Source: an optimization exercise on an open RTL-to-GDS flow (aim: small area and a short achievable clock period). Production flows keep margins and buffers that such runs may drop.
The RTL was checked by simulation tests, not by an equivalence proof against the original design.
No activity file was given, so power comes from the tool's default toggle rates.

### flow/flow/run.sh
#!/bin/bash
# The standard layout, except that the port buffers are made from a plain
# buffer cell (buf_4) rather than the cell buffer_ports picks on its own.
# make's full output goes to flow.log here; each ORFS step also keeps its
# own log under orfs/logs/.
set -euo pipefail
export BUFFER_PORTS_ARGS="-buffer_cell sky130_fd_sc_hd__buf_4"
bash standard.sh finish > flow.log 2>&1
### flow/standard.sh
#!/bin/bash
# synth_recipe.tcl (not shown) runs the flow's synth.tcl, then flattens the netlist and writes it again
# the make line also repeats each setting of config.mk as NAME=value (left out here)
make -C /OpenROAD-flow-scripts/flow DESIGN_CONFIG=/design/flow/config.mk WORK_HOME=/design/flow/orfs CLKGATE_MAP_FILE= SYNTH_SCRIPT=/design/flow/synth_recipe.tcl "${@:-finish}"
### flow/config.mk
export PLATFORM = sky130hd
export DESIGN_NAME = ram_2port_bist
export DESIGN_NICKNAME = ram_2port_bist
export VERILOG_FILES = /design/flow/design.v
export SDC_FILE = /design/flow/constraint.sdc
export NUM_CORES = 4
export LEC_CHECK = 0
export CAP_MARGIN = 20
export CORE_MARGIN = 2
export CORE_UTILIZATION = 40
export CTS_BUF_LIST = sky130_fd_sc_hd__clkbuf_8
export CTS_CLUSTER_DIAMETER = 50
export CTS_CLUSTER_SIZE = 12
export SETUP_SLACK_MARGIN = 3.6
export SLEW_MARGIN = 20
export SYNTH_HIERARCHICAL = 1
export SYNTH_MINIMUM_KEEP_SIZE = 0
### flow/constraint.sdc
create_clock -name core_clock -period 6.5 [get_ports {clk}]
set_input_delay 1.3000 -clock core_clock [delete_from_list [all_inputs] [get_ports {clk}]]
set_output_delay 1.3000 -clock core_clock [all_outputs]
set_load 0.01 [all_outputs]
### flow/design.v
module ram_2port_bist #(
    parameter int DATA_W = 8,
    parameter int ADDR_W = 8,
    parameter int RD_LAT = 1
) (
    input  logic              clk,
    input  logic              rst_n,
    input  logic              start,
    input  logic [1:0]        mode,
    input  logic              err_inj,
    output logic              busy,
    output logic              done,
    output logic              pass,
    output logic [ADDR_W:0]   err_cnt,
    output logic [ADDR_W-1:0] first_err_addr,
    input  logic              wr_en,
    input  logic [ADDR_W-1:0] wr_addr,
    input  logic [DATA_W-1:0] wr_data,
    input  logic [ADDR_W-1:0] rd_addr,
    output logic [DATA_W-1:0] rd_data
);
    localparam int DEPTH = 2 ** ADDR_W;
    typedef enum logic [2:0] {
        S_IDLE,
        S_WRITE,
        S_READ,
        S_FLUSH,
        S_DONE
    } state_t;
    state_t              state;
    state_t              state_nxt;
    logic                busy_q;
    logic                busy_nxt;
    logic [7:0]          addr;
    logic [1:0]          mode_q;
    logic                inj_q;
    logic                accept;
    logic                wren;
    logic                rden;
    logic                addr_last;
    logic                flush_end;
    logic [7:0]          wdata;
    logic [7:0]          exp_now;
    logic [7:0]          mem [DEPTH];
    logic [7:0]          q;
    logic                vld_d;
    logic [7:0]          exp_d;
    logic [7:0]          addr_d;
    logic                mismatch;
    function automatic logic [7:0] pattern(input logic [1:0] m, input logic [7:0] a);
        case (m)
            2'd0:    pattern = a;
            2'd1:    pattern = ~a;
            2'd2:    pattern = a[0] ? 8'haa : 8'h55;
            default: pattern = a[0] ? 8'h00 : 8'hff;
        endcase
    endfunction
    assign addr_last = (addr == 8'hff);
    assign flush_end = (state == S_FLUSH);
    always_comb begin
        state_nxt = state;
        accept    = 1'b0;
        wren      = 1'b0;
        rden      = 1'b0;
        case (state)
            S_IDLE, S_DONE: begin
                if (start) begin
                    accept    = 1'b1;
                    state_nxt = S_WRITE;
                end
            end
            S_WRITE: begin
                wren = 1'b1;
                if (addr_last) begin
                    state_nxt = S_READ;
                end
            end
            S_READ: begin
                rden = 1'b1;
                if (addr_last) begin
                    state_nxt = S_FLUSH;
                end
            end
            S_FLUSH: begin
                state_nxt = S_DONE;
            end
            default: state_nxt = S_IDLE;
        endcase
    end
    assign busy_nxt = (state_nxt == S_WRITE) || (state_nxt == S_READ) || (state_nxt == S_FLUSH);
    assign busy     = busy_q;
    logic [7:0] addr_nxt;
    always_comb begin
        addr_nxt = addr;
        if (accept) begin
            addr_nxt = '0;
        end else if (wren || rden) begin
            addr_nxt = addr + 1'b1;
        end
    end
    logic [15:0] bhi, blo;
    always_ff @(posedge clk or negedge rst_n) begin
        if (!rst_n) begin
            state  <= S_IDLE;
            busy_q <= 1'b0;
            addr   <= '0;
            mode_q <= '0;
            inj_q  <= 1'b0;
            bhi    <= '0;
            blo    <= '0;
        end else begin
            state  <= state_nxt;
            busy_q <= busy_nxt;
            addr   <= addr_nxt;
            if (accept) begin
                mode_q <= mode;
                inj_q  <= err_inj;
            end
            for (int i = 0; i < 16; i++) begin
                bhi[i] <= busy_nxt && (addr_nxt[7:4] == 4'(i));
                blo[i] <= busy_nxt && (addr_nxt[3:0] == 4'(i));
            end
        end
    end
    assign exp_now = pattern(mode_q, addr);
    assign wdata   = exp_now ^ {7'b0, inj_q && (addr == 8'h00)};
    logic       mem_we;
    logic [7:0] mem_waddr;
    logic [7:0] mem_wdata;
    assign mem_we    = wr_en || wren;
    assign mem_waddr = wr_en ? wr_addr : addr;
    assign mem_wdata = wr_en ? wr_data : wdata;
    always_ff @(posedge clk) begin
        for (int i = 0; i < DEPTH; i++) begin
            if (mem_we && (mem_waddr == 8'(i))) begin
                mem[i] <= mem_wdata;
            end
        end
    end
    logic [15:0]      hi, lo;
    logic [DEPTH-1:0] rsel_n;
    logic [7:0]       rword;
    always_comb begin
        for (int i = 0; i < 16; i++) begin
            hi[i] = bhi[i] || (!busy_q && (rd_addr[7:4] == 4'(i)));
            lo[i] = blo[i] || (!busy_q && (rd_addr[3:0] == 4'(i)));
        end
    end
    for (genvar w = 0; w < DEPTH; w++) begin : g_rsel
        ram_2port_bist_nand2 u_sel (.a(hi[w/16]), .b(lo[w%16]), .y(rsel_n[w]));
    end
    for (genvar b = 0; b < 8; b++) begin : g_rbit
        logic [DEPTH-1:0] col;
        for (genvar w = 0; w < DEPTH; w++) begin : g_col
            assign col[w] = mem[w][b];
        end
        ram_2port_bist_sel256 u_sel (.sel_n(rsel_n), .d(col), .y(rword[b]));
    end
    always_ff @(posedge clk) begin
        if (mem_we && (mem_waddr == (busy_q ? addr : rd_addr))) begin
            q <= mem_wdata;
        end else begin
            q <= rword;
        end
    end
    assign rd_data = q;
    always_ff @(posedge clk or negedge rst_n) begin
        if (!rst_n) begin
            vld_d  <= 1'b0;
            exp_d  <= '0;
            addr_d <= '0;
        end else begin
            vld_d  <= rden;
            exp_d  <= exp_now;
            addr_d <= addr;
        end
    end
    assign mismatch = vld_d && (q != exp_d);
    always_ff @(posedge clk or negedge rst_n) begin
        if (!rst_n) begin
            err_cnt        <= '0;
            first_err_addr <= '0;
            done           <= 1'b0;
            pass           <= 1'b0;
        end else begin
            if (accept) begin
                err_cnt        <= '0;
                first_err_addr <= '0;
            end else if (mismatch) begin
                err_cnt <= err_cnt + 1'b1;
                if (err_cnt == '0) begin
                    first_err_addr <= addr_d;
                end
            end
            done <= flush_end;
            if (flush_end) begin
                pass <= (err_cnt == '0) && !mismatch;
            end
        end
    end
endmodule
module ram_2port_bist_sel256 (
    input  logic [255:0] sel_n,
    input  logic [255:0] d,
    output logic         y
);
    logic [127:0] l1;     
    logic [63:0]  l2_n;   
    logic [15:0]  l3;     
    logic [7:0]   l4_n;   
    logic [1:0]   l5;     
    for (genvar k = 0; k < 128; k++) begin : g_l1
        ram_2port_bist_o22ai u (
            .a1(sel_n[2*k]),   .a2(d[2*k]),
            .b1(sel_n[2*k+1]), .b2(d[2*k+1]),
            .y(l1[k]));
    end
    for (genvar k = 0; k < 64; k++) begin : g_l2
        ram_2port_bist_nor2 u (.a(l1[2*k]), .b(l1[2*k+1]), .y(l2_n[k]));
    end
    for (genvar k = 0; k < 16; k++) begin : g_l3
        ram_2port_bist_nand4 u (.a(l2_n[4*k]), .b(l2_n[4*k+1]), .c(l2_n[4*k+2]), .d(l2_n[4*k+3]), .y(l3[k]));
    end
    for (genvar k = 0; k < 8; k++) begin : g_l4
        ram_2port_bist_nor2 u (.a(l3[2*k]), .b(l3[2*k+1]), .y(l4_n[k]));
    end
    for (genvar k = 0; k < 2; k++) begin : g_l5
        ram_2port_bist_nand4 u (.a(l4_n[4*k]), .b(l4_n[4*k+1]), .c(l4_n[4*k+2]), .d(l4_n[4*k+3]), .y(l5[k]));
    end
    ram_2port_bist_nor2 u_l6 (.a(l5[0]), .b(l5[1]), .y(y));
endmodule
module ram_2port_bist_o22ai (
    input  logic a1, a2, b1, b2,
    output logic y
);
    assign y = !((a1 || a2) && (b1 || b2));
endmodule
module ram_2port_bist_nand2 (
    input  logic a, b,
    output logic y
);
    assign y = !(a && b);
endmodule
module ram_2port_bist_nand4 (
    input  logic a, b, c, d,
    output logic y
);
    assign y = !(a && b && c && d);
endmodule
module ram_2port_bist_nor2 (
    input  logic a, b,
    output logic y
);
    assign y = !(a || b);
endmodule
==> results by group, run 1 <==
Yosys
  – Ys async rst share: 0.0388
  – Area contributors post-synth: edfxtp_1, o22ai_1, nor2_1
  – Post-synthesis net count: ~4,900
  – Synthesized area: approximately 0.078 mm^2
  – YS warnings: 8
  – Seq/Total Area, Yosys: 0.816
  – Post-synth top area share: 0.787
  – Number of synthesized flops with an enable pin: 2,048
  – Cells after Synth: ~5,000
  – Synth cell types: 60
  – Flops & latches, synth: approximately 2,100
  – Mapped Avg Cell Area: 16.0 um^2
  – Ys flop type: edfxtp_1
  – Yosys top cell by area: edfxtp_1

Floorplanning
  – DIE AREA: about 0.20 mm^2
  – Core Rows: roughly 160
  – IO Count: 59
  – Initial Util: 0.402
  – Die W: approximately 450 um
  – DIE HEIGHT: ~450 um
  – Core region area: ~0.19 mm^2

Critical path
  – Crit-path cells: buf_4 -> nor2b_4 -> nor2b_2 -> a21o_4 -> buf_4 -> nand2_2 -> o22ai_1 -> nor2_1 -> nand4_1 -> nor2_2 -> nand4_1 -> nor2_1 -> mux2_4
  – Worst EP required: approximately 7.4 ns
  – Worst Path Class, Setup: input port to register
  – Crit path DAT: 4.23 ns
  – Startpoint type of the worst setup path: input port
  – Reg2reg path depth: 13
  – Crit-path max FO: 12
  – CP endpoint kind: register
  – Slowest stage delay, CP: ~0.50 ns
  – Slowest-stage cell, CP: nand4_1

Clock network
  – Worst-skew pair later-pin latency: approximately 0.98 ns
  – Clk root buf: clkbuf_8
  – Longest Clk Path Bufs: 3
  – Hold Buf Count CTS: 0
  – CTS tree: done
  – CTS Sinks: ~2,100
  – TritonCTS buffer count: about 210
  – Reg clk slew, reported paths: approximately 0.09 ns
  – H-tree levels: 4

Timing
  – Max_slew headroom: 0.309
  – Setup TNS: 0 ns
  – Final Hold Fails: 0
  – Worst Skew: roughly 0.055 ns
  – RSZ-0062 raised after global routing: true
  – Hold WS: 0.246 ns
  – Slew at the pin closest to its max-slew limit: 1.03 ns
  – Maximum clock rate: around 300 MHz
  – Final min period: 3.32 ns
  – Endpoints failing setup: 0
  – Period utilization: 0.511
  – Pins over their slew limit: 0

Place
  – IO Port Bufs: 58
  – Post-DP Area: 0.0841 mm^2
  – DP Wirelength: 143,000 um
  – Gpl congestion: between 0.9 and 1

GRT
  – Largest net degree at the start of global routing: 130
  – Initial antenna violation count: 31
  – First-pass GRT wire length: ~340,000 um
  – Tot GR Track Use: 0.243
  – Vias in the first global route: approximately 46,000
  – Aggregate global routing overflow: 0

Route
  – Total number of vias: 48,114
  – Vias per Instance: just over 6
  – Final WL: around 250,000 um
  – DRT Pass-1 Iters: 5
  – Detailed Route Iter0 Violations: just under 7,000
  – Remaining DRCs: 0
  – Detail Route Antenna Nets: 0
  – Drt wl/cell: between 30 and 40 um

Pwr
  – PwrDens: ~400 mW/mm^2
  – Total Power: 0.0361 W
  – Worst vdd ir: about 0.34 mV
  – Leak Pwr: approximately 28 nW

Cells and area
  – Share of cells above drive strength 1: 0.211
  – Area delta synth->final: 17.1%
  – Fill cell count: around 16,000
  – Nets@finish: between 5,000 and 6,000
  – Design area: approximately 0.091 mm^2

Outcome
  – Status: finished clean

Job
  – Max-Cap Viols: 0

Min path
  – Hold Path Class: input port to asynchronous set/reset pin
## cell type report
| class | instances | area (um^2) | share of cell area |
|---|---|---|---|
| Inverter | 20 | 82.6 | 0.000903 |
| Timing Repair Buffer | 226 | 2450 | 0.0268 |
| Multi-Input combinational cell | 2668 | 18400 | 0.201 |
| Antenna cell | 10 | 25.0 | 0.000274 |
| Sequential cell | 2139 | 63800 | 0.698 |
| Clock buffer | 213 | 2930 | 0.0321 |
| Tap cell | 2542 | 3180 | 0.0348 |
| Clock inverter | 83 | 594 | 0.00650 |
## worst paths after layout
| check | start | slack (ns) | to |
|---|---|---|---|
| worst max-delay path | rd_addr[3] | 3.18 | q[2] |
| worst min-delay path | rst_n | 0.25 | addr_d[4] |
| worst max register to register | busy_q | 3.24 | q[7] |
| worst min register to register | addr_d[7] | 0.49 | first_err_addr[7] |
| max in group asynchronous | rst_n | 5.15 | addr[0] |
| min in group core_clock | addr_d[7] | 0.49 | first_err_addr[7] |
## per-module statistics from Yosys (local to each module, per instance), a selection
module / cells inside / flops+latches / times used
ram_2port_bist_nand2: 1 / 0 / 256
ram_2port_bist_o22ai: 1 / 0 / 1024
ram_2port_bist: 2862 / 2139 / 1
ram_2port_bist_nor2: 1 / 0 / 584
ram_2port_bist_nand4: 1 / 0 / 144
## registers in the layout (all words and copies together), names as in the netlist, 3 cells and up
name	count
addr	8
addr_d	8
bhi	16
blo	16
err_cnt	9
exp_d	8
first_err_addr	8
mem	2048
q	8
state	3
## placed cells by master (no fill, tap or decap), types with 9 or more instances in the layout
cell type,synthesis,final
mux2_4,8,23
dfrtp_1,83,73
o21a_1,9,9
nand2_8,0,28
nor2_4,0,256
buf_8,0,10
a31o_4,0,11
o22ai_2,0,30
edfxtp_1,2048,2048
buf_6,3,30
o21ai_0,10,9
nand2_2,0,101
o22ai_1,1028,990
buf_12,0,39
clkbuf_8,0,213
xnor2_1,21,16
a21o_4,0,16
inv_1,19,65
nand4_1,153,153
xor2_1,23,23
nand2_4,0,37
diode_2,0,10
o32ai_4,0,9
nor2_2,0,64
nand2_1,323,157
nand3_1,10,9
mux2i_1,11,11
buf_4,6,143
inv_6,0,9
nor2_1,905,585
## critical path: cells and delay by family
kind	cells	cell delay [ns]
muxes	1	0.18
AOI/OAI and AO/OA	2	0.41
and+or+nand+nor	8	1.93
buffers and inverters	2	0.39
## per-stage QoR
step                      instances  setup slack, ns  utilization
after CTS                      7875             3.38        0.468
after detailed placement       7455             1.49        0.433
after global routing           7899             3.26        0.470
after floorplan                4870             3.23            -
final                          7901             3.18        0.470
after global placement         7455             1.47        0.433
## cells in the mapped netlist, types with 4 or more instances
| cell type | n |
|---|---|
| nand2b_1 | 8 |
| ha_1 | 4 |
| xor2_1 | 23 |
| o32ai_1 | 7 |
| dfrtp_1 | 83 |
| dfxtp_1 | 8 |
| a21o_1 | 15 |
| nor2b_1 | 13 |
| o22ai_1 | 1028 |
| o21ai_1 | 4 |
| o32ai_2 | 4 |
| o21ai_0 | 10 |
| nand3_1 | 10 |
| buf_2 | 34 |
| nor2_1 | 905 |
| o21a_1 | 9 |
| and3_1 | 4 |
| nand4_1 | 153 |
| a21oi_1 | 6 |
| inv_1 | 19 |
| nor4_1 | 5 |
| a31oi_1 | 4 |
| buf_4 | 6 |
| mux2_4 | 8 |
| xnor2_1 | 21 |
| nor3_1 | 11 |
| a41o_1 | 5 |
| a31o_2 | 12 |
| nand2_1 | 323 |
| and2_1 | 6 |
| mux2_2 | 9 |
| clkbuf_1 | 17 |
| or3_1 | 4 |
| edfxtp_1 | 2048 |
| mux2i_1 | 11 |
## power by group
part	switching (W)	total [W]	leakage [nW]	internal, W
clock	0.00450	0.00778	1.99	0.00328
combinational	0.00775	0.0101	6.43	0.00235
sequential	0.000370	0.0182	19.6	0.0178
total	0.0126	0.0361	28.0	0.0234
## repair_timing
item	CTS	global route
gates cloned	17	2
endpoints found under the setup margin	3301	1051
endpoints found under the hold margin	0	0
setup buffers	107	14
resized for setup	455	70
pin swaps	103	30
## cell families (layout without fill, tap and decap cells)
kind of cell / Yosys count / after routing / synth area share
and+or+nand+nor: 1450 / 1450 / 0.0768
muxes: 28 / 43 / 0.00425
DFF: 2139 / 2139 / 0.816
other: 0 / 10 / 0
adders and majority gates: 4 / 4 / 0.000641
xor gates and xnor gates: 45 / 45 / 0.00514
buffers and inverters: 81 / 542 / 0.00501
AOI/OAI and AO/OA: 1123 / 1126 / 0.0921
## routing by layer
metal  up-vias  global-route usage  part of all wire
met1     24485               0.331              0.39
met4        12               0.112             0.053
met3       546              0.0581              0.11
met2      2754               0.371              0.45
li1      20317                   -                 -
met5         -                   0           0.00033
==> run 2, diff against run 1 <==
--- a/flow/design.v
+++ b/flow/design.v
@@ -100,3 +100,7 @@
     end
-    logic [15:0] bhi, blo;
+    logic        idle_q;
+    logic [15:0] bhi_n, blo_n;
+    logic [15:0] bwlo_n;    
+    logic        wren_nxt;
+    assign wren_nxt = (state_nxt == S_WRITE);
     always_ff @(posedge clk or negedge rst_n) begin
@@ -105,2 +109,3 @@
             busy_q <= 1'b0;
+            idle_q <= 1'b1;
             addr   <= '0;
@@ -108,4 +113,5 @@
             inj_q  <= 1'b0;
-            bhi    <= '0;
-            blo    <= '0;
+            bhi_n  <= '1;
+            blo_n  <= '1;
+            bwlo_n <= '1;
         end else begin
@@ -113,2 +119,3 @@
             busy_q <= busy_nxt;
+            idle_q <= !busy_nxt;
             addr   <= addr_nxt;
@@ -119,4 +126,5 @@
             for (int i = 0; i < 16; i++) begin
-                bhi[i] <= busy_nxt && (addr_nxt[7:4] == 4'(i));
-                blo[i] <= busy_nxt && (addr_nxt[3:0] == 4'(i));
+                bhi_n[i] <= !(busy_nxt && (addr_nxt[7:4] == 4'(i)));
+                blo_n[i] <= !(busy_nxt && (addr_nxt[3:0] == 4'(i)));
+                bwlo_n[i] <= !(wren_nxt && (addr_nxt[3:0] == 4'(i)));
             end
@@ -132,5 +140,24 @@
     assign mem_wdata = wr_en ? wr_data : wdata;
+    logic [15:0]      whi_n, wlo_n;
+    logic [DEPTH-1:0] we;
+    logic [3:0]       wp [4];    
+    for (genvar k = 0; k < 4; k++) begin : g_wpre
+        ram_2port_bist_nor2  u_0 (.a(wr_addr[2*k+1]), .b(wr_addr[2*k]), .y(wp[k][0]));
+        ram_2port_bist_andn  u_1 (.a(wr_addr[2*k+1]), .b(wr_addr[2*k]), .y(wp[k][1]));
+        ram_2port_bist_andn  u_2 (.a(wr_addr[2*k]), .b(wr_addr[2*k+1]), .y(wp[k][2]));
+        ram_2port_bist_and2  u_3 (.a(wr_addr[2*k+1]), .b(wr_addr[2*k]), .y(wp[k][3]));
+    end
+    for (genvar i = 0; i < 16; i++) begin : g_wdec
+        logic hi_p_n, lo_p_n;
+        ram_2port_bist_nand3 u_hp (.a(wr_en), .b(wp[3][i/4]), .c(wp[2][i%4]), .y(hi_p_n));
+        ram_2port_bist_nand3 u_lp (.a(wr_en), .b(wp[1][i/4]), .c(wp[0][i%4]), .y(lo_p_n));
+        ram_2port_bist_o21a  u_h  (.a1(wr_en), .a2(bhi_n[i]),  .b1(hi_p_n), .y(whi_n[i]));
+        ram_2port_bist_o21a  u_l  (.a1(wr_en), .a2(bwlo_n[i]), .b1(lo_p_n), .y(wlo_n[i]));
+    end
+    for (genvar w = 0; w < DEPTH; w++) begin : g_we
+        ram_2port_bist_nor2 u_we (.a(whi_n[w/16]), .b(wlo_n[w%16]), .y(we[w]));
+    end
     always_ff @(posedge clk) begin
         for (int i = 0; i < DEPTH; i++) begin
-            if (mem_we && (mem_waddr == 8'(i))) begin
+            if (we[i]) begin
                 mem[i] <= mem_wdata;
@@ -142,7 +169,15 @@
     logic [7:0]       rword;
-    always_comb begin
-        for (int i = 0; i < 16; i++) begin
-            hi[i] = bhi[i] || (!busy_q && (rd_addr[7:4] == 4'(i)));
-            lo[i] = blo[i] || (!busy_q && (rd_addr[3:0] == 4'(i)));
-        end
+    logic [3:0]       rp [4];    
+    for (genvar k = 0; k < 4; k++) begin : g_rpre
+        ram_2port_bist_nor2  u_0 (.a(rd_addr[2*k+1]), .b(rd_addr[2*k]), .y(rp[k][0]));
+        ram_2port_bist_andn  u_1 (.a(rd_addr[2*k+1]), .b(rd_addr[2*k]), .y(rp[k][1]));
+        ram_2port_bist_andn  u_2 (.a(rd_addr[2*k]), .b(rd_addr[2*k+1]), .y(rp[k][2]));
+        ram_2port_bist_and2  u_3 (.a(rd_addr[2*k+1]), .b(rd_addr[2*k]), .y(rp[k][3]));
+    end
+    for (genvar i = 0; i < 16; i++) begin : g_rdec
+        logic hi_p_n, lo_p_n;
+        ram_2port_bist_nand3 u_hp (.a(idle_q), .b(rp[3][i/4]), .c(rp[2][i%4]), .y(hi_p_n));
+        ram_2port_bist_nand3 u_lp (.a(idle_q), .b(rp[1][i/4]), .c(rp[0][i%4]), .y(lo_p_n));
+        ram_2port_bist_nand2 u_h  (.a(hi_p_n), .b(bhi_n[i]), .y(hi[i]));
+        ram_2port_bist_nand2 u_l  (.a(lo_p_n), .b(blo_n[i]), .y(lo[i]));
     end
@@ -159,3 +194,3 @@
     always_ff @(posedge clk) begin
-        if (mem_we && (mem_waddr == (busy_q ? addr : rd_addr))) begin
+        if (mem_we && (mem_waddr == (idle_q ? rd_addr : addr))) begin
             q <= mem_wdata;
@@ -243,2 +278,26 @@
 endmodule
+module ram_2port_bist_nand3 (
+    input  logic a, b, c,
+    output logic y
+);
+    assign y = !(a && b && c);
+endmodule
+module ram_2port_bist_and2 (
+    input  logic a, b,
+    output logic y
+);
+    assign y = a && b;
+endmodule
+module ram_2port_bist_o21a (
+    input  logic a1, a2, b1,
+    output logic y
+);
+    assign y = (a1 || a2) && b1;
+endmodule
+module ram_2port_bist_andn (
+    input  logic a, b,
+    output logic y
+);
+    assign y = !a && b;
+endmodule
 module ram_2port_bist_nand4 (
==> results by group, run 2 <==
Cells and area
  – Commonest non-fill, non-tap cell in the layout: edfxtp_1
  – Share of cells above drive strength 1: 0.178 (-0.0331)
  – Commonest cells after routing, fill and taps aside: edfxtp_1, o22ai_1, nor2_1, clkbuf_8, nand2_1
  – Reg with most FFs: mem
  – Area delta synth->final: 14.9%
  – Max reg flops: 2,048 (unchanged)
  – Nets@finish: 5,386 (+1.7%)

Route
  – Final WL: 243,000 um (-1.6%)
  – Detailed Route Iter0 Violations: 7,291 (+8.4%)
  – Total number of vias: 48,377 (+0.55%)
  – Drt wl/cell: 30.1 um (-3.8%)
  – Vias per Instance: 5.99 (-1.7%)
  – DRT Pass-1 Iters: 6 (+1)
  – Detail Route Antenna Nets: 0 (unchanged)
  – Remaining DRCs: 0 (unchanged)

Floorplanning
  – DIE AREA: 0.201 mm^2 (+0.90%)
  – IO Count: 59 (unchanged)
  – Initial Util: 0.403 (+0.00155)
  – DIE HEIGHT: 448 um (+0.45%)
  – Core Rows: 162 (unchanged)
  – Core region area: 0.195 mm^2 (+0.52%)
  – Die W: 448 um (+0.45%)

Yosys
  – Seq/Total Area, Yosys: 0.815 (-0.00117)
  – Leading cell type by number of instances after synthesis: edfxtp_1
  – YS warnings: 11 (+3)
  – Yosys top cell by area: edfxtp_1
  – Synth top cells by count: edfxtp_1, o22ai_1, nor2_1, nand2_1, nand4_1
  – Ys async rst share: 0.0464 (+0.00758)
  – Synth cell types: 60 (unchanged)
  – Largest family of logic cells by synthesized area: compound AO/OA/AOI/OAI gates
  – Compound-gate portion of the synthesized area: 0.0886 (-0.00356)
  – Number of synthesized flops with an enable pin: 2,048 (unchanged)
  – Post-synthesis mux area share: 0.00445 (+0.000200)
  – Post-synthesis xor/xnor area fraction: 0.00591 (+0.000763)
  – Cells after Synth: 4,923 (+1.1%)
  – Post-synthesis net count: 4,958 (+1.1%)
  – Post-synth top area share: 0.780 (-0.00709)
  – Mapped Avg Cell Area: 16.0 um^2 (-0.18%)
  – Post-Synth Simple-Gate Area: 0.0832 (+0.00634)
  – Flops & latches, synth: 2,156 (+0.79%)
  – Synthesized area: 0.0788 mm^2 (+0.91%)
  – Area contributors post-synth: edfxtp_1, o22ai_1, nor2_1
  – Synth Area in Adders: 0.000635 (-0.00000577)
  – Ys flop type: edfxtp_1

Place
  – Gpl congestion: 0.882 (-8.7%)
  – IO Port Bufs: 58 (unchanged)
  – DP Wirelength: 137,000 um (-3.7%)

Critical path
  – Startpoint type of the worst setup path: input port
  – R2r startpoint: idle_q
  – Worst Setup EP: q[6]
  – Crit-path max FO: 8 (-4)
  – Reg2reg path depth: 12 (-1)
  – Worst Path Class, Setup: input port to register
  – R2R Setup Slk: 3.38 ns (+0.14 ns)
  – CP startpoint: rd_addr[1]
  – Worst EP required: 7.44 ns (+0.03 ns)
  – Crit path DAT: 4.07 ns (-0.16 ns)
  – CP endpoint kind: register
  – Worst r2r dst: q[6]

Clock network
  – H-tree levels: 4 (unchanged)
  – TritonCTS buffer count: 206 (unchanged)
  – Longest Clk Path Bufs: 3 (unchanged)
  – Clk root buf: clkbuf_8
  – Hold Buf Count CTS: 0 (unchanged)
  – Worst-skew pair later-pin latency: 1.02 ns (+0.04 ns)
  – CTS tree: done
  – Reg clk slew, reported paths: 0.09 ns (about the same)
  – CTS Sinks: 2,156 (+0.79%)

Timing
  – Pins over their slew limit: 0 (unchanged)
  – Max_slew headroom: 0.166 (-0.143)
  – RSZ-0062 raised after global routing: true
  – Final Hold Fails: 0 (unchanged)
  – Endpoints failing setup: 0 (unchanged)
  – Final min period: 3.13 ns (-0.190 ns)
  – Maximum clock rate: 320 MHz (+6.1%)
  – Worst Skew: 0.0617 ns (+0.00674 ns)
  – Setup TNS: 0 ns (unchanged)
  – Slew at the pin closest to its max-slew limit: 1.25 ns (+0.225 ns)
  – Period utilization: 0.481 (-0.0292)

GRT
  – Grt peak-use layer: met2
  – Met1 usage: 0.328 (-0.00328)
  – Met2 usage: 0.367 (-0.00393)
  – Largest net degree at the start of global routing: 146 (+12%)
  – Vias in the first global route: 46,621 (+0.82%)
  – Initial antenna violation count: 11 (-65%)
  – Aggregate global routing overflow: 0 (unchanged)
  – Routing usage on met3: 0.0488 (-0.00933)
  – Tot GR Track Use: 0.239 (-0.00465)
  – First-pass GRT wire length: 342,000 um (-0.60%)

Pwr
  – Leak Pwr: 28.2 nW (+0.78%)
  – Worst vdd ir: 0.392 mV (+15%)
  – PwrDens: 396 mW/mm^2 (+0.40%)
  – Total Power: 0.0359 W (-0.53%)

Job
  – Max-Cap Viols: 0 (unchanged)

Outcome
  – Status: finished clean

Min path
  – Hold Path Class: input port to asynchronous set/reset pin
-- run 2: changes by cell type in the layout (fill, tap and decap cells not counted), moves of 21 or more --
cell,previous run,this run
dfrtp_1,73,41
dfstp_2,0,48
inv_1,65,86
nand2_8,28,51
nand3_1,9,50
nor2_1,585,812
nor2_4,256,15
o22ai_1,990,967
o22ai_2,30,59
-- run 2: cells by family (layout without fill, tap and decap cells) --
kind of cell	after synthesis	count (layout)
simple gates	1536	1547
buf+inv	41	547
other cells	0	3
fa+ha+maj	4	4
flops	2156	2156
mux	30	41
xor+xnor	51	51
compound gates	1105	1105
-- run 2: metal layers --
| layer | routed length (um) | part of all wire |
|---|---|---|
| met4 | 12100 | 0.050 |
| met3 | 26900 | 0.11 |
| met2 | 111000 | 0.46 |
| met1 | 92600 | 0.38 |
| met5 | 0 | 0 |
-- run 2: how the worst min path moves through the flow --
| stage | start | to | slack (ns) | cells after the start |
|---|---|---|---|---|
| after CTS | rst_n | blo_n[13] | 0.43 | 1 |
| final | rst_n | bhi_n[1] | 0.46 | 1 |
| after global placement | addr_d[6] | first_err_addr[6] | 0.47 | 2 |
| after detailed placement | addr_d[6] | first_err_addr[6] | 0.48 | 2 |
| after floorplan | addr[3] | addr_d[3] | 0.35 | 0 |
| after global routing | rst_n | bhi_n[1] | 0.47 | 1 |
-- run 2: modules after synthesis (local to each module, per instance), excerpt --
module | flops+latches | cell area (um^2) | copies in the design | cells
ram_2port_bist | 2156 | 66400 | 1 | 2499
ram_2port_bist_and2 | 0 | 6.26 | 8 | 1
ram_2port_bist_andn | 0 | 13.8 | 16 | 1
ram_2port_bist_nand2 | 0 | 3.75 | 288 | 1
ram_2port_bist_nand3 | 0 | 5.00 | 64 | 1
ram_2port_bist_nand4 | 0 | 6.26 | 144 | 1
ram_2port_bist_nor2 | 0 | 3.75 | 848 | 1
ram_2port_bist_o21a | 0 | 7.51 | 32 | 1
ram_2port_bist_o22ai | 0 | 6.26 | 1024 | 1
-- run 2: critical path: stages --
cell	delay, ns
buf_4	0.15
and2_1	0.24
nand3_1	0.18
nand2_4	0.16
buf_12	0.17
nand2_8	0.07
o22ai_1	0.08
nor2_1	0.16
nand4_1	0.32
nor2_2	0.28
nand4_1	0.50
nor2_1	0.27
mux2_4	0.16
-- run 2: layout make-up --
type                       count  area, um^2
multi-input combinational   2748       17100
fill                       16761      105000
tap                         2624        3280
sequential                  2156       64300
inverter                      16        60.1
clock buffer                 209        2880
timing repair buffer         223        2460
clock inverter                99         518
antenna                        3        7.51
-- run 2: metrics by stage --
step	cell area (um^2)	setup WS [ns]	instances	utilization	hold WS (ns)
global placement	83100	1.46	7631	0.425	0.469
detailed placement	83100	1.51	7631	0.425	0.476
floorplan	78800	3.24	4923	-	0.349
finish	90600	3.37	8078	0.464	0.464
global route	90600	3.38	8076	0.464	0.473
CTS	89900	3.50	8056	0.460	0.427
-- run 2: repair_timing --
action	in CTS	in global routing
pin swaps	71	42
gates resized for setup	463	141
endpoints found under the setup margin	894	800
buffers inserted	93	18
cloned	24	1
-- run 2: report_power, final --
group	total [W]	internal (W)	switching, W
sequential	0.0186	0.0181	0.000512
combinational	0.00968	0.00223	0.00745
clock	0.00757	0.00304	0.00453
total	0.0359	0.0234	0.0125
==> run 3, diff against run 2 <==
--- a/flow/config.mk
+++ b/flow/config.mk
@@ -13,3 +13,3 @@
 export CTS_CLUSTER_SIZE = 12
-export SETUP_SLACK_MARGIN = 3.6
+export SETUP_SLACK_MARGIN = 3.8
 export SLEW_MARGIN = 20
==> results by group, run 3 <==
Critical path
  – Worst Path Class, Setup: register to register
  – Startpoint type of the worst setup path: register
  – Worst EP required: 7.45 ns (about the same)
  – CP endpoint kind: register
  – R2R Setup Slk: 3.21 ns (-0.17 ns)
  – Crit path DAT: 4.24 ns (+0.17 ns)
  – Crit-path max FO: 8 (unchanged)

Place
  – Post-DP Area: 0.0833 mm^2 (+0.22%)
  – IO Port Bufs: 58 (unchanged)
  – Pre-CTS setup slack: 1.58 ns (+0.0710 ns)
  – Gpl congestion: 0.896 (+1.5%)
  – Placed cell count: 7,612 (-0.25%)
  – DP Wirelength: 134,000 um (-2.7%)

Yosys
  – Compound-gate portion of the synthesized area: 0.0886 (unchanged)
  – Post-synthesis mux area share: 0.00445 (unchanged)
  – Seq/Total Area, Yosys: 0.815 (unchanged)
  – Synth Area in Adders: 0.000635 (unchanged)
  – Mapped Avg Cell Area: 16.0 um^2 (unchanged)
  – Number of synthesized flops with an enable pin: 2,048 (unchanged)
  – YS warnings: 11 (unchanged)
  – Area contributors post-synth: edfxtp_1, o22ai_1, nor2_1
  – Synth cell types: 60 (unchanged)
  – Post-synth top area share: 0.780 (unchanged)
  – Cells after Synth: 4,923 (unchanged)
  – Yosys top cell by area: edfxtp_1
  – Post-synthesis net count: 4,958 (unchanged)
  – Ys flop type: edfxtp_1
  – Synthesized area: 0.0788 mm^2 (unchanged)
  – Ys async rst share: 0.0464 (unchanged)
  – Post-synthesis xor/xnor area fraction: 0.00591 (unchanged)
  – Leading cell type by number of instances after synthesis: edfxtp_1
  – Synth top cells by count: edfxtp_1, o22ai_1, nor2_1, nand2_1, nand4_1
  – Post-Synth Simple-Gate Area: 0.0832 (unchanged)
  – Largest family of logic cells by synthesized area: compound AO/OA/AOI/OAI gates
  – Flops & latches, synth: 2,156 (unchanged)

Clock network
  – CTS tree: done
  – Longest Clk Path Bufs: 3 (unchanged)
  – Worst-skew pair later-pin latency: 1.01 ns (about the same)
  – H-tree levels: 4 (unchanged)
  – Clk root buf: clkbuf_8
  – TritonCTS buffer count: 207 (+0.49%)
  – Reg clk slew, reported paths: 0.08 ns (about the same)
  – Hold Buf Count CTS: 0 (unchanged)
  – CTS Sinks: 2,156 (unchanged)

Route
  – DRT Pass-1 Iters: 8 (+2)
  – Detailed Route Iter0 Violations: 7,392 (+1.4%)
  – Remaining DRCs: 0 (unchanged)
  – Final WL: 246,000 um (+1.1%)
  – Total number of vias: 48,867 (+1.0%)
  – Drt wl/cell: 30.5 um (+1.2%)
  – Detail Route Antenna Nets: 0 (unchanged)
  – Vias per Instance: 6.06 (+1.1%)

Pwr
  – PwrDens: 401 mW/mm^2 (+1.1%)
  – Sw frac: 0.352 (+0.00350)
  – Logic pwr share: 0.280 (+0.010)
  – Leak Pwr: 28.4 nW (+0.70%)
  – Internal power: 0.0236 W (+1.0%)
  – Worst vdd ir: 0.401 mV (+2.3%)
  – Register share of total power: 0.511 (-0.008)
  – Sw Pwr: 0.0128 W (+2.6%)
  – Clock power frac: 0.209 (-0.002)

GRT
  – Grt peak-use layer: met2
  – Aggregate global routing overflow: 0 (unchanged)
  – Routing usage on met3: 0.0444 (-0.00432)
  – Largest net degree at the start of global routing: 127 (-13%)
  – Initial antenna violation count: 16 (+5)
  – Met1 usage: 0.318 (-0.00927)
  – Tot GR Track Use: 0.234 (-0.00473)
  – Met2 usage: 0.373 (+0.00568)
  – First-pass GRT wire length: 334,000 um (-2.1%)
  – Vias in the first global route: 46,098 (-1.1%)

Floorplanning
  – Initial Util: 0.403 (unchanged)
  – DIE HEIGHT: 448 um (unchanged)
  – DIE AREA: 0.201 mm^2 (unchanged)
  – IO Count: 59 (unchanged)
  – Die W: 448 um (unchanged)
  – Core Rows: 162 (unchanged)
  – Core region area: 0.195 mm^2 (unchanged)

Cells and area
  – Share of cells above drive strength 1: 0.186 (+0.00830)
  – Nets@finish: 5,393 (+0.13%)
  – Post-route insts no fill: 8,070 (-0.099%)
  – Fill cell count: 16,724 (-0.22%)
  – Design area: 0.0910 mm^2 (+0.41%)
  – Max reg flops: 2,048 (unchanged)
  – Reg with most FFs: mem
  – Final design utilization: 0.465 (+0.00192)
  – Commonest cells after routing, fill and taps aside: edfxtp_1, o22ai_1, nor2_1, clkbuf_8, nand4_1
  – Area delta synth->final: 15.4%
  – Commonest non-fill, non-tap cell in the layout: edfxtp_1

Timing
  – RSZ-0062 raised after global routing: true
  – Worst Skew: 0.0688 ns (+0.00708 ns)
  – Max_slew headroom: 0.0717 (-0.0944)
  – Slew at the pin closest to its max-slew limit: 1.39 ns (+0.142 ns)
  – Pins over their slew limit: 0 (unchanged)
  – Final min period: 3.29 ns (+0.164 ns)
  – Endpoints failing setup: 0 (unchanged)
  – Maximum clock rate: 304 MHz (-5.0%)
  – Final Hold Fails: 0 (unchanged)
  – Period utilization: 0.507 (+0.0252)
  – Final worst slack: 3.21 ns (-0.164 ns)
  – Setup TNS: 0 ns (unchanged)

Outcome
  – Status: finished clean

Job
  – Max-Cap Viols: 0 (unchanged)

Min path
  – Hold Path Class: input port to asynchronous set/reset pin
[run 3: cell counts after synthesis]
No cell type changed its count.
[run 3: path summary, 6_finish.rpt]
kind | start | endpoint | cells past startpoint
hold reg to reg | inj_q | inj_q | 2
setup reg to reg | idle_q | q[2] | 13
max in group asynchronous | rst_n | err_cnt[2] | 2
min in group core_clock | inj_q | inj_q | 2
setup / recovery | idle_q | q[2] | 13
hold / removal | rst_n | addr[1] | 1
[run 3: per-module statistics from Yosys (local to each module, per instance), a selection]
| module | times used | cells | flip-flops and latches |
|---|---|---|---|
| ram_2port_bist_andn | 16 | 1 | 0 |
| ram_2port_bist_o22ai | 1024 | 1 | 0 |
| ram_2port_bist_nand3 | 64 | 1 | 0 |
| ram_2port_bist_and2 | 8 | 1 | 0 |
| ram_2port_bist | 1 | 2499 | 2156 |
| ram_2port_bist_nand4 | 144 | 1 | 0 |
| ram_2port_bist_nor2 | 848 | 1 | 0 |
| ram_2port_bist_nand2 | 288 | 1 | 0 |
| ram_2port_bist_o21a | 32 | 1 | 0 |
[run 3: cell families (layout without fill, tap and decap cells)]
| kind of cell | Yosys count | after routing |
|---|---|---|
| other cells | 0 | 7 |
| flops | 2156 | 2156 |
| xor+xnor | 51 | 51 |
| mux | 30 | 43 |
| compound gates | 1105 | 1105 |
| simple gates | 1536 | 1544 |
| buf+inv | 41 | 536 |
| fa+ha+maj | 4 | 4 |
[run 3: critical path, cell delays in order (launching register included)]
cell	delay (ns)
dfstp_4	0.54
buf_12	0.17
nand3_4	0.10
nand2_8	0.11
buf_4	0.16
buf_4	0.13
nand2_4	0.10
o22ai_1	0.10
nor2_1	0.20
nand4_1	0.31
nor2_2	0.30
nand4_1	0.54
nor2_1	0.29
mux2_4	0.18
[run 3: power by group through the flow]
| stage | logic [W] | clock network (W) | registers, W |
|---|---|---|---|
| after floorplan | 0.00331 | 0 | 0.0186 |
| after global placement | 0.00754 | 0 | 0.0188 |
| after detailed placement | 0.00765 | 0 | 0.0189 |
| after CTS | 0.00907 | 0.00773 | 0.0186 |
| after global routing | 0.0103 | 0.00824 | 0.0186 |
| final | 0.0102 | 0.00762 | 0.0186 |
[run 3: per-stage QoR]
step	hold slack (ns)	power, W
global placement	0.457	0.0264
finish	0.312	0.0364
global route	0.326	0.0372
detailed placement	0.455	0.0265
CTS	0.247	0.0354
floorplan	0.349	0.0219
[run 3: timing repair]
item,4_1_cts,5_1_grt
gates resized for setup,199,396
gates cloned,19,12
pin swaps,41,87
buffers inserted,53,77
endpoints found under the setup margin,3202,679
[run 3: cell type report]
type | instances | area, um^2 | area share
clock inverters | 79 | 490 | 0.00539
clock buffers | 211 | 2900 | 0.0319
well taps | 2624 | 3280 | 0.0361
diodes | 7 | 17.5 | 0.000193
flip-flops and latches | 2156 | 64300 | 0.707
multi-input cells | 2747 | 17300 | 0.190
inverters | 16 | 60.1 | 0.000660
repair buffers | 230 | 2660 | 0.0293
[run 3: per-layer routing]
layer	share of wire	wire length [um]
met1	0.38	93600
met2	0.47	115000
met3	0.11	26100
met4	0.046	11400
met5	0.00035	86
==> run 4, diff against run 3 <==
--- a/flow/config.mk
+++ b/flow/config.mk
@@ -10,6 +10,6 @@
 export CORE_UTILIZATION = 40
-export CTS_BUF_LIST = sky130_fd_sc_hd__clkbuf_8
-export CTS_CLUSTER_DIAMETER = 50
-export CTS_CLUSTER_SIZE = 12
-export SETUP_SLACK_MARGIN = 3.8
+export CTS_BUF_LIST = sky130_fd_sc_hd__clkbuf_16
+export CTS_CLUSTER_DIAMETER = 60
+export CTS_CLUSTER_SIZE = 24
+export SETUP_SLACK_MARGIN = 3.6
 export SLEW_MARGIN = 20
==> results by group, run 4 <==
Critical path
  – R2r startpoint: idle_q
  – Worst path bufs/invs: 1 (-2)
  – Reg2reg path depth: 12 (-1)
  – Worst Path Class, Setup: input port to register
  – Worst EP required: 7.25 ns (-0.20 ns)
  – Crit path max-delay family: simple AND/OR/NAND/NOR gates
  – CP endpoint kind: register
  – R2R Setup Slk: 3.38 ns (+0.17 ns)
  – Slowest stage delay, CP: 0.49 ns (-0.05 ns)
  – Slowest-stage cell, CP: nand4_1
  – Crit-path cells: buf_4 -> nor2_4 -> nand3_4 -> nand2_8 -> nand2_4 -> o22ai_1 -> nor2_1 -> nand4_1 -> nor2_2 -> nand4_1 -> nor2_1 -> mux2_4
  – Crit-path max FO: 8 (unchanged)
  – Startpoint type of the worst setup path: input port
  – Worst r2r dst: q[1]
  – Crit path DAT: 3.91 ns (-0.33 ns)

Yosys
  – Cells after Synth: 4,923 (unchanged)
  – Area contributors post-synth: edfxtp_1, o22ai_1, nor2_1
  – Mapped Avg Cell Area: 16.0 um^2 (unchanged)
  – Post-synthesis mux area share: 0.00445 (unchanged)
  – Leading cell type by number of instances after synthesis: edfxtp_1
  – Synth top cells by count: edfxtp_1, o22ai_1, nor2_1, nand2_1, nand4_1
  – Post-Synth Simple-Gate Area: 0.0832 (unchanged)
  – Synthesized area: 0.0788 mm^2 (unchanged)
  – Flops & latches, synth: 2,156 (unchanged)
  – Yosys top cell by area: edfxtp_1
  – Number of synthesized flops with an enable pin: 2,048 (unchanged)
  – Post-synth top area share: 0.780 (unchanged)
  – Largest family of logic cells by synthesized area: compound AO/OA/AOI/OAI gates
  – Post-synthesis xor/xnor area fraction: 0.00591 (unchanged)
  – Synth cell types: 60 (unchanged)
  – Compound-gate portion of the synthesized area: 0.0886 (unchanged)
  – Ys flop type: edfxtp_1
  – Post-synthesis net count: 4,958 (unchanged)
  – Seq/Total Area, Yosys: 0.815 (unchanged)
  – Ys async rst share: 0.0464 (unchanged)
  – YS warnings: 11 (unchanged)
  – Synth Area in Adders: 0.000635 (unchanged)

GRT
  – First-pass GRT wire length: 336,000 um (+0.58%)
  – Vias in the first global route: 46,058 (-0.087%)
  – Tot GR Track Use: 0.234 (+0.000359)
  – Aggregate global routing overflow: 0 (unchanged)
  – Initial antenna violation count: 14 (-2)
  – Largest net degree at the start of global routing: 147 (+16%)

Route
  – Final WL: 241,000 um (-1.8%)
  – Vias per Instance: 6.05 (-0.17%)
  – Detail Route Antenna Nets: 0 (unchanged)
  – Drt wl/cell: 30.1 um (-1.2%)
  – Total number of vias: 48,476 (-0.80%)
  – DRT Pass-1 Iters: 6 (-2)
  – Remaining DRCs: 0 (unchanged)
  – Detailed Route Iter0 Violations: 7,484 (+1.2%)

Timing
  – Maximum clock rate: 316 MHz (+4.0%)
  – Period utilization: 0.487 (-0.0196)
  – Final min period: 3.16 ns (-0.128 ns)
  – Endpoints failing setup: 0 (unchanged)
  – Final Hold Fails: 0 (unchanged)
  – Max_slew headroom: 0.126 (+0.0540)
  – RSZ-0062 raised after global routing: true
  – Setup TNS: 0 ns (unchanged)
  – Pins over their slew limit: 0 (unchanged)
  – Worst Skew: 0.0443 ns (-0.0245 ns)
  – Slew at the pin closest to its max-slew limit: 1.31 ns (-0.0810 ns)
  – Final worst slack: 3.34 ns (+0.128 ns)

Pwr
  – PwrDens: 407 mW/mm^2 (+1.5%)
  – Leak Pwr: 28.6 nW (+0.84%)
  – Worst vdd ir: 0.378 mV (-5.6%)

Floorplanning
  – DIE HEIGHT: 448 um (unchanged)
  – Core region area: 0.195 mm^2 (unchanged)
  – Core Rows: 162 (unchanged)
  – Die W: 448 um (unchanged)
  – DIE AREA: 0.201 mm^2 (unchanged)
  – Initial Util: 0.403 (unchanged)
  – IO Count: 59 (unchanged)

Cells and area
  – FF+latch area: 0.0643 mm^2 (about the same)
  – Commonest cells after routing, fill and taps aside: edfxtp_1, o22ai_1, nor2_1, nand4_1, clkbuf_16
  – Max reg flops: 2,048 (unchanged)
  – Commonest non-fill, non-tap cell in the layout: edfxtp_1
  – Post-route insts no fill: 8,019 (-0.63%)
  – Reg with most FFs: mem
  – Fill cell count: 16,470 (-1.5%)
  – Share of cells above drive strength 1: 0.190 (+0.00399)
  – Multi-input logic area: 0.0175 mm^2 (+1.6%)
  – Area delta synth->final: 17.1%
  – Nets@finish: 5,323 (-1.3%)

Clock network
  – Worst-skew pair later-pin latency: 0.82 ns (-0.19 ns)
  – Longest Clk Path Bufs: 3 (unchanged)
  – Reg clk slew, reported paths: 0.09 ns (about the same)
  – CTS Sinks: 2,156 (unchanged)
  – Clk root buf: clkbuf_16
  – H-tree levels: 4 (unchanged)
  – CTS tree: done
  – Hold Buf Count CTS: 0 (unchanged)
  – TritonCTS buffer count: 133 (-36%)

Outcome
  – Status: finished clean

Place
  – Placed cell count: 7,631 (+0.25%)
  – Pre-CTS setup slack: 1.51 ns (-0.0710 ns)
  – Gpl congestion: 0.882 (-1.5%)
  – DP Wirelength: 137,000 um (+2.7%)
  – IO Port Bufs: 58 (unchanged)

Min path
  – Hold Path Class: register to register
  – Worst hold path depth: 2
  – Worst Hold Endpoint: first_err_addr[3]
  – Hold Crit Start: addr_d[3]

Job
  – Max-Cap Viols: 0 (unchanged)
==> run 4: cell count changes in the layout (fill, tap and decap cells not counted), sizes merged <==
cell | previous run | this run
nand2 | 368 | 370
bufbuf | 6 | 1
clkinvlp | 7 | 17
bufinv | 3 | 7
mux2 | 29 | 27
buf | 220 | 231
clkinv | 16 | 31
inv | 69 | 57
clkbuf | 215 | 141
==> run 4: cell type report <==
| cell class | instances | share of cell area |
|---|---|---|
| flip-flops and latches | 2156 | 0.696 |
| well taps | 2624 | 0.0356 |
| clock inverters | 96 | 0.0104 |
| repair buffers | 234 | 0.0294 |
| multi-input cells | 2747 | 0.190 |
| diodes | 7 | 0.000190 |
| inverters | 16 | 0.000651 |
| clock buffers | 139 | 0.0377 |
==> run 4: worst max path at each step <==
| stage | cells past startpoint | slack (ns) | endpoint | from |
|---|---|---|---|---|
| floorplan | 3 | 3.24 | mem[0][2] | wr_en |
| global placement | 12 | 1.46 | q[6] | rd_addr[3] |
| detailed placement | 12 | 1.51 | q[6] | rd_addr[3] |
| CTS | 13 | 3.48 | q[6] | rd_addr[6] |
| global route | 14 | 3.39 | q[3] | rd_addr[6] |
| finish | 12 | 3.34 | q[6] | rd_addr[4] |
==> run 4: timing repair <==
action / CTS / global route
setup endpoints to repair: 2219 / 2227
cloned: 18 / 6
hold endpoints to repair: 0 / 0
pin swaps: 133 / 75
gates resized for setup: 540 / 189
buffers inserted: 99 / 23
==> run 4: metrics by stage <==
stage	power, W	area (um^2)	utilization	hold WS [ns]
6_report	0.0375	92300	0.472	0.498
4_1_cts	0.0370	91200	0.467	0.498
3_5_place_dp	0.0264	83100	0.425	0.476
5_1_grt	0.0383	92300	0.472	0.515
2_1_floorplan	0.0218	78800	-	0.349
3_3_place_gp	0.0263	83100	0.425	0.469
==> run 4: power by group <==
| group | switching (W) | internal, W | total, W |
|---|---|---|---|
| registers | 0.000540 | 0.0181 | 0.0186 |
| clock network | 0.00482 | 0.00433 | 0.00915 |
| logic | 0.00750 | 0.00225 | 0.00975 |
| total | 0.0129 | 0.0247 | 0.0375 |
==> run 4: modules after synthesis, one instance, submodules excluded, excerpt <==
module | cell area, um^2 | copies in the design | flops+latches
ram_2port_bist_andn | 13.8 | 16 | 0
ram_2port_bist_o21a | 7.51 | 32 | 0
ram_2port_bist_and2 | 6.26 | 8 | 0
ram_2port_bist_o22ai | 6.26 | 1024 | 0
ram_2port_bist_nand4 | 6.26 | 144 | 0
ram_2port_bist_nand3 | 5.00 | 64 | 0
ram_2port_bist_nand2 | 3.75 | 288 | 0
ram_2port_bist_nor2 | 3.75 | 848 | 0
==> run 4: tightest hold or removal path: stages (launching register included) <==
cell	delay, ns
dfrtp_1	0.33
mux2i_1	0.06
nor2_1	0.08
==> run 4: cell families after synthesis <==
group,Yosys count
buffers and inverters,41
XOR/XNOR,51
flip-flops,2156
multiplexers,30
AO/OA/AOI/OAI,1105
AND/OR/NAND/NOR,1536
adder cells (fa/ha/maj),4
==> run 4: layer usage <==
layer  routed length, um  vias to the layer above  track usage
met2              110000                     2924        0.363
met3               26900                      543       0.0416
met1               91300                    24542        0.324
li1                    -                    20467            -
met4               12500                        0        0.105
met5                   0                        -            0
==> run 5, diff against run 4 <==
==> flow/flow/run.sh (replaced) <==
#!/bin/bash
# The standard layout, except that the port buffers are made from a plain
# buffer cell (buf_4) rather than the cell buffer_ports picks on its own,
# and timing repair may resize a cell to one of a different width (the
# platform otherwise keeps each cell's footprint when resizing).
# make's full output goes to flow.log here; each ORFS step also keeps its
# own log under orfs/logs/.
set -euo pipefail
export BUFFER_PORTS_ARGS="-buffer_cell sky130_fd_sc_hd__buf_4"
bash standard.sh MATCH_CELL_FOOTPRINT=0 finish > flow.log 2>&1
--- a/flow/config.mk
+++ b/flow/config.mk
@@ -10,5 +10,5 @@
 export CORE_UTILIZATION = 40
-export CTS_BUF_LIST = sky130_fd_sc_hd__clkbuf_16
-export CTS_CLUSTER_DIAMETER = 60
-export CTS_CLUSTER_SIZE = 24
+export CTS_BUF_LIST = sky130_fd_sc_hd__clkbuf_8
+export CTS_CLUSTER_DIAMETER = 50
+export CTS_CLUSTER_SIZE = 12
 export SETUP_SLACK_MARGIN = 3.6
==> results by group, run 5 <==
Cells and area
  – Share of cells above drive strength 1: 0.174 (-0.0165)
  – Nets@finish: 5,375 (+0.98%)
  – Fill cell count: 16,786 (+1.9%)
  – Design area: 0.0903 mm^2 (-2.1%)
  – Final design utilization: 0.462 (-0.0101)
  – Max reg flops: 2,048 (unchanged)
  – Commonest cells after routing, fill and taps aside: edfxtp_1, o22ai_1, nor2_1, clkbuf_8, nand2_1
  – Reg with most FFs: mem
  – Area delta synth->final: 14.6%
  – Commonest non-fill, non-tap cell in the layout: edfxtp_1

GRT
  – Aggregate global routing overflow: 0 (unchanged)
  – First-pass GRT wire length: 341,000 um (+1.5%)
  – Largest net degree at the start of global routing: 146 (-0.68%)
  – Initial antenna violation count: 12 (-2)
  – Vias in the first global route: 46,739 (+1.5%)
  – Tot GR Track Use: 0.239 (+0.00415)

Job
  – Max-Cap Viols: 0 (unchanged)

Timing
  – Hold WS: 0.467 ns (-0.0305 ns)
  – Worst Skew: 0.0606 ns (+0.0164 ns)
  – Endpoints failing setup: 0 (unchanged)
  – Max_slew headroom: 0.150 (+0.0247)
  – Maximum clock rate: 316 MHz (+0.10%)
  – Slew at the pin closest to its max-slew limit: 1.27 ns (-0.0370 ns)
  – Final Hold Fails: 0 (unchanged)
  – Period utilization: 0.486 (-0.000506)
  – Setup TNS: 0 ns (unchanged)
  – RSZ-0062 raised after global routing: true
  – Final worst slack: 3.34 ns (+0.00329 ns)
  – Pins over their slew limit: 0 (unchanged)
  – Final min period: 3.16 ns (-0.00329 ns)

Place
  – Post-DP Area: 0.0831 mm^2 (unchanged)
  – Gpl congestion: 0.882 (unchanged)
  – Pre-CTS setup slack: 1.51 ns (unchanged)
  – IO Port Bufs: 58 (unchanged)
  – DP Wirelength: 137,000 um (unchanged)

Yosys
  – Leading cell type by number of instances after synthesis: edfxtp_1
  – Seq/Total Area, Yosys: 0.815 (unchanged)
  – Mapped Avg Cell Area: 16.0 um^2 (unchanged)
  – Yosys top cell by area: edfxtp_1
  – Flops & latches, synth: 2,156 (unchanged)
  – Ys flop type: edfxtp_1
  – Synth top cells by count: edfxtp_1, o22ai_1, nor2_1, nand2_1, nand4_1
  – Area contributors post-synth: edfxtp_1, o22ai_1, nor2_1
  – Cells after Synth: 4,923 (unchanged)
  – Synth cell types: 60 (unchanged)
  – Synthesized area: 0.0788 mm^2 (unchanged)
  – YS warnings: 11 (unchanged)
  – Post-synth top area share: 0.780 (unchanged)
  – Number of synthesized flops with an enable pin: 2,048 (unchanged)
  – Post-synthesis net count: 4,958 (unchanged)
  – Ys async rst share: 0.0464 (unchanged)

Floorplanning
  – Die W: 448 um (unchanged)
  – Initial Util: 0.403 (unchanged)
  – Core region area: 0.195 mm^2 (unchanged)
  – Core Rows: 162 (unchanged)
  – DIE AREA: 0.201 mm^2 (unchanged)
  – IO Count: 59 (unchanged)
  – DIE HEIGHT: 448 um (unchanged)

Min path
  – Hold Path Class: input port to asynchronous set/reset pin

Outcome
  – Status: finished clean

Clock network
  – Reg clk slew, reported paths: 0.09 ns (about the same)
  – Clk root buf: clkbuf_8
  – Longest Clk Path Bufs: 3 (unchanged)
  – Hold Buf Count CTS: 0 (unchanged)
  – TritonCTS buffer count: 206 (+55%)
  – CTS Sinks: 2,156 (unchanged)
  – H-tree levels: 4 (unchanged)
  – Worst-skew pair later-pin latency: 1.02 ns (+0.20 ns)
  – CTS tree: done

Route
  – Remaining DRCs: 0 (unchanged)
  – Total number of vias: 48,612 (+0.28%)
  – DRT Pass-1 Iters: 5 (-1)
  – Vias per Instance: 6.02 (-0.35%)
  – Final WL: 242,000 um (+0.50%)
  – Drt wl/cell: 30.0 um (-0.13%)
  – Detailed Route Iter0 Violations: 7,326 (-2.1%)
  – Detail Route Antenna Nets: 0 (unchanged)

Pwr
  – PwrDens: 396 mW/mm^2 (-2.6%)
  – Worst vdd ir: 0.391 mV (+3.3%)
  – Leak Pwr: 28.1 nW (-1.8%)

Critical path
  – Worst EP required: 7.44 ns (+0.19 ns)
  – Worst Path Class, Setup: input port to register
  – Crit path DAT: 4.10 ns (+0.19 ns)
  – CP endpoint kind: register
  – R2R Setup Slk: 3.37 ns (about the same)
  – Startpoint type of the worst setup path: input port
  – Crit-path max FO: 8 (unchanged)
run 5: cell types whose count changed in the layout (fill, tap and decap cells not counted), sizes merged, moves of 5 or more:
cell	delta
clkbuf	+72
inv	+36
buf	-22
bufinv	-5
clkinvlp	-7
clkinv	-21
run 5: metrics by stage:
step / power, W / instances
after detailed placement: 0.0264 / 7631
after CTS: 0.0355 / 8054
after floorplan: 0.0218 / 4923
after global placement: 0.0263 / 7631
after global routing: 0.0367 / 8066
final: 0.0358 / 8070
run 5: worst max-delay path, stage by stage:
cell and delay (ns):
buf_4 0.15, nor2b_4 0.16, nand3_1 0.18, nand2_8 0.16
buf_6 0.22, nand2_4 0.16, o22ai_2 0.11, nor2_2 0.17
nand4_1 0.22, nor2_2 0.24, nand4_1 0.52, nor2_1 0.29
mux2_4 0.18
run 5: metal layers:
layer  GRT usage  part of all wire  vias up
met3      0.0519              0.11      524
met4       0.109             0.050        4
met5           0           0.00032        -
met1       0.325              0.38    24613
li1            -                 -    20531
met2       0.367              0.46     2940
run 5: cell type report:
class                           instances  area (um^2)  area share
Multi-Input combinational cell       2747        17000       0.188
Tap cell                             2624         3280      0.0363
Clock inverter                         99          518     0.00573
Timing Repair Buffer                  213         2340      0.0259
Antenna cell                            6         15.0    0.000166
Inverter                               16         60.1    0.000665
Clock buffer                          209         2880      0.0318
Sequential cell                      2156        64300       0.711
run 5: power breakdown:
group,switching (W),leakage (nW),internal [W],total (W)
logic,0.00746,6.50,0.00218,0.00964
registers,0.000504,19.6,0.0181,0.0186
clock network,0.00452,1.98,0.00304,0.00755
total,0.0125,28.1,0.0233,0.0358
run 5: cell families after synthesis:
logic type / after synthesis / share of synthesized area
buffers and inverters: 41 / 0.00244
AO/OA/AOI/OAI: 1105 / 0.0886
multiplexers: 30 / 0.00445
adder cells (fa/ha/maj): 4 / 0.000635
AND/OR/NAND/NOR: 1536 / 0.0832
XOR/XNOR: 51 / 0.00591
flip-flops: 2156 / 0.815
run 5: worst paths after layout:
check	from	end	cells past startpoint
max	rd_addr[2]	q[6]	13
min reg2reg	addr_d[2]	first_err_addr[2]	2
max reg2reg	idle_q	q[6]	12
max in group asynchronous	rst_n	addr[4]	2
min	rst_n	bwlo_n[1]	1
min in group core_clock	addr_d[2]	first_err_addr[2]	2
run 5: per-module statistics from Yosys (local to each module, per instance), a selection:
module / flops+latches / copies in the design / cells
ram_2port_bist: 2156 / 1 / 2499
ram_2port_bist_andn: 0 / 16 / 1
ram_2port_bist_o21a: 0 / 32 / 1
ram_2port_bist_and2: 0 / 8 / 1
ram_2port_bist_nand4: 0 / 144 / 1
ram_2port_bist_o22ai: 0 / 1024 / 1
ram_2port_bist_nand3: 0 / 64 / 1
ram_2port_bist_nand2: 0 / 288 / 1
ram_2port_bist_nor2: 0 / 848 / 1
run 5: repair_timing:
item,4_1_cts,5_1_grt
pin swaps,70,39
hold endpoints to repair,0,0
endpoints found under the setup margin,894,936
resized for setup,457,125
setup buffers,91,9
cloned,24,1
==> run 6, diff against run 5 <==
==> flow/flow/run.sh (replaced) <==
#!/bin/bash
# The standard layout, except that the port buffers are made from a plain
# buffer cell (buf_4) rather than the cell buffer_ports picks on its own,
# and clock tree synthesis adds no dummy loads. make's full output goes to
# flow.log here; each ORFS step also keeps its own log under orfs/logs/.
set -euo pipefail
export BUFFER_PORTS_ARGS="-buffer_cell sky130_fd_sc_hd__buf_4"
export CTS_ARGS="-sink_clustering_enable -repair_clock_nets -sink_clustering_size 12 -sink_clustering_max_diameter 50 -buf_list sky130_fd_sc_hd__clkbuf_8 -dont_use_dummy_load"
bash standard.sh finish > flow.log 2>&1
==> results by group, run 6 <==
GRT
  – Met2 usage: 0.371 (+0.00414)
  – Initial antenna violation count: 19 (+7)
  – Grt peak-use layer: met2
  – Vias in the first global route: 46,415 (-0.69%)
  – Routing usage on met3: 0.0523 (+0.000387)
  – Aggregate global routing overflow: 0 (unchanged)
  – Largest net degree at the start of global routing: 147 (+0.68%)
  – First-pass GRT wire length: 343,000 um (+0.42%)

Clock network
  – CTS Sinks: 2,156 (unchanged)
  – H-tree levels: 4 (unchanged)
  – Worst-skew pair later-pin latency: 1.01 ns (about the same)
  – Clk root buf: clkbuf_8
  – CTS tree: done
  – Longest Clk Path Bufs: 3 (unchanged)
  – Reg clk slew, reported paths: 0.08 ns (about the same)

Critical path
  – Crit-path cells: buf_4 -> and2_2 -> nand3_2 -> nand2_8 -> nand2_1 -> o22ai_1 -> nor2_1 -> nand4_1 -> nor2_2 -> nand4_1 -> nor2_1 -> mux2_4
  – Slowest stage delay, CP: 0.52 ns (about the same)
  – CP startpoint: rd_addr[3]
  – Crit path DAT: 4.10 ns (about the same)
  – R2r startpoint: idle_q
  – Worst Path Class, Setup: input port to register
  – R2R Setup Slk: 3.39 ns (+0.02 ns)
  – Startpoint type of the worst setup path: input port
  – Reg2reg path depth: 12 (unchanged)
  – Worst r2r dst: q[6]

Route
  – Drt wl/cell: 30.6 um (+2.0%)
  – DRT Pass-1 Iters: 6 (+1)
  – Detailed Route Iter0 Violations: 8,065 (+10%)
  – Total number of vias: 48,920 (+0.63%)

Yosys
  – Leading cell type by number of instances after synthesis: edfxtp_1
  – Flops & latches, synth: 2,156 (unchanged)
  – Post-synth top area share: 0.780 (unchanged)
  – Seq/Total Area, Yosys: 0.815 (unchanged)
  – Cells after Synth: 4,923 (unchanged)
  – YS warnings: 11 (unchanged)
  – Yosys top cell by area: edfxtp_1
  – Post-synthesis net count: 4,958 (unchanged)
  – Synth cell types: 60 (unchanged)
  – Ys flop type: edfxtp_1
  – Number of synthesized flops with an enable pin: 2,048 (unchanged)
  – Synthesized area: 0.0788 mm^2 (unchanged)
  – Synth top cells by count: edfxtp_1, o22ai_1, nor2_1, nand2_1, nand4_1
  – Ys async rst share: 0.0464 (unchanged)
  – Mapped Avg Cell Area: 16.0 um^2 (unchanged)

Cells and area
  – Max reg flops: 2,048 (unchanged)
  – Final design utilization: 0.462 (-0.000678)
  – Nets@finish: 5,388 (+0.24%)
  – Area delta synth->final: 14.5%
  – Reg with most FFs: mem

Floorplanning
  – IO Count: 59 (unchanged)
  – DIE AREA: 0.201 mm^2 (unchanged)
  – Core region area: 0.195 mm^2 (unchanged)
  – Die W: 448 um (unchanged)
  – Core Rows: 162 (unchanged)

Place
  – IO Port Bufs: 58 (unchanged)
  – Gpl congestion: 0.882 (unchanged)
  – DP Wirelength: 137,000 um (unchanged)
  – Pre-CTS setup slack: 1.51 ns (unchanged)

Pwr
  – Worst vdd ir: 0.326 mV (-17%)
  – PwrDens: 394 mW/mm^2 (-0.46%)

Timing
  – Slew at the pin closest to its max-slew limit: 1.30 ns (+0.0263 ns)
  – Period utilization: 0.486 (-0.000774)
  – Hold WS: 0.468 ns (+0.000391 ns)
  – Setup TNS: 0 ns (unchanged)
  – Final Hold Fails: 0 (unchanged)
  – RSZ-0062 raised after global routing: true
  – Pins over their slew limit: 0 (unchanged)
  – Endpoints failing setup: 0 (unchanged)

Min path
  – Hold Path Class: input port to asynchronous set/reset pin

Job
  – Max-Cap Viols: 0 (unchanged)

Outcome
  – Status: finished clean
[run 6: cell types whose count changed in the layout (fill, tap and decap cells not counted), moves of 7 or more]
| cell | before | now |
|---|---|---|
| nor2_2 | 76 | 69 |
| nand2_4 | 47 | 54 |
| o22ai_4 | 0 | 9 |
| o22ai_1 | 979 | 967 |
| inv_1 | 86 | 16 |
| buf_4 | 137 | 149 |
| clkinv_2 | 7 | 0 |
| nand2_1 | 179 | 172 |
| clkinvlp_4 | 10 | 0 |
| diode_2 | 6 | 23 |
[run 6: final cells by class]
class	count	area [um^2]	share of cell area
multi-input combinational	2750	17300	0.192
antenna	23	57.6	0.000638
clock buffer	206	2840	0.0314
sequential	2156	64300	0.712
timing repair buffer	223	2410	0.0267
tap	2624	3280	0.0364
inverter	16	60.1	0.000666
[run 6: worst max path at each step]
stage               slack [ns]          to
finish                    3.34        q[6]
global route              3.34        q[5]
CTS                       3.51  rd_data[1]
detailed placement        1.51        q[6]
global placement          1.46        q[6]
floorplan                 3.24   mem[0][2]
[run 6: cell families after synthesis]
kind of cell / after synthesis / synth area share
AND/OR/NAND/NOR: 1536 / 0.0832
buffers and inverters: 41 / 0.00244
XOR/XNOR: 51 / 0.00591
AO/OA/AOI/OAI: 1105 / 0.0886
multiplexers: 30 / 0.00445
adder cells (fa/ha/maj): 4 / 0.000635
flip-flops: 2156 / 0.815
[run 6: worst max-delay path: cells and delay by family]
family | cells | cell delay (ns)
simple gates | 9 | 2.26
compound gates | 1 | 0.18
mux | 1 | 0.17
buf+inv | 1 | 0.15
[run 6: per-layer routing]
| metal | wire length (um) | vias to the layer above |
|---|---|---|
| li1 | - | 20457 |
| met1 | 93800 | 24801 |
| met2 | 113000 | 3101 |
| met3 | 27900 | 559 |
| met4 | 10400 | 2 |
| met5 | 11 | - |
[run 6: stage by stage]
stage	instances	instance area [um^2]	total power, W
5_1_grt	7980	90200	0.0364
3_3_place_gp	7631	83100	0.0263
6_report	7998	90200	0.0356
2_1_floorplan	4923	78800	0.0218
3_5_place_dp	7631	83100	0.0264
4_1_cts	7952	89000	0.0352
[run 6: timing repair]
item	in CTS	in global routing
cloned	24	2
endpoints found under the setup margin	804	572
pin swaps	74	86
gates resized for setup	412	202
setup buffers	91	21
hold buffers	0	0
[run 6: power breakdown]
part / leakage (nW) / switching (W) / internal, W
clock: 1.48 / 0.00427 / 0.00280
combinational: 6.73 / 0.00763 / 0.00226
sequential: 19.6 / 0.000512 / 0.0181
total: 27.8 / 0.0124 / 0.0232
[run 6: per-module statistics from Yosys, one instance, submodules excluded, excerpt]
module | copies in the design | cells inside | area (um^2) | flops+latches
ram_2port_bist | 1 | 2499 | 66400 | 2156
ram_2port_bist_andn | 16 | 1 | 13.8 | 0
ram_2port_bist_o21a | 32 | 1 | 7.51 | 0
ram_2port_bist_and2 | 8 | 1 | 6.26 | 0
ram_2port_bist_nand4 | 144 | 1 | 6.26 | 0
ram_2port_bist_o22ai | 1024 | 1 | 6.26 | 0
ram_2port_bist_nand3 | 64 | 1 | 5.00 | 0
ram_2port_bist_nand2 | 288 | 1 | 3.75 | 0
ram_2port_bist_nor2 | 848 | 1 | 3.75 | 0

Re-timed with assumed drivers on the ports (clkbuf_16 on the clock, buf_2 on other inputs), run 6 has 3.386 ns of setup slack against 3.344 ns with ideal ports, and 2.353 ns once port delays also move by the mid clock arrival of 1.050 ns.
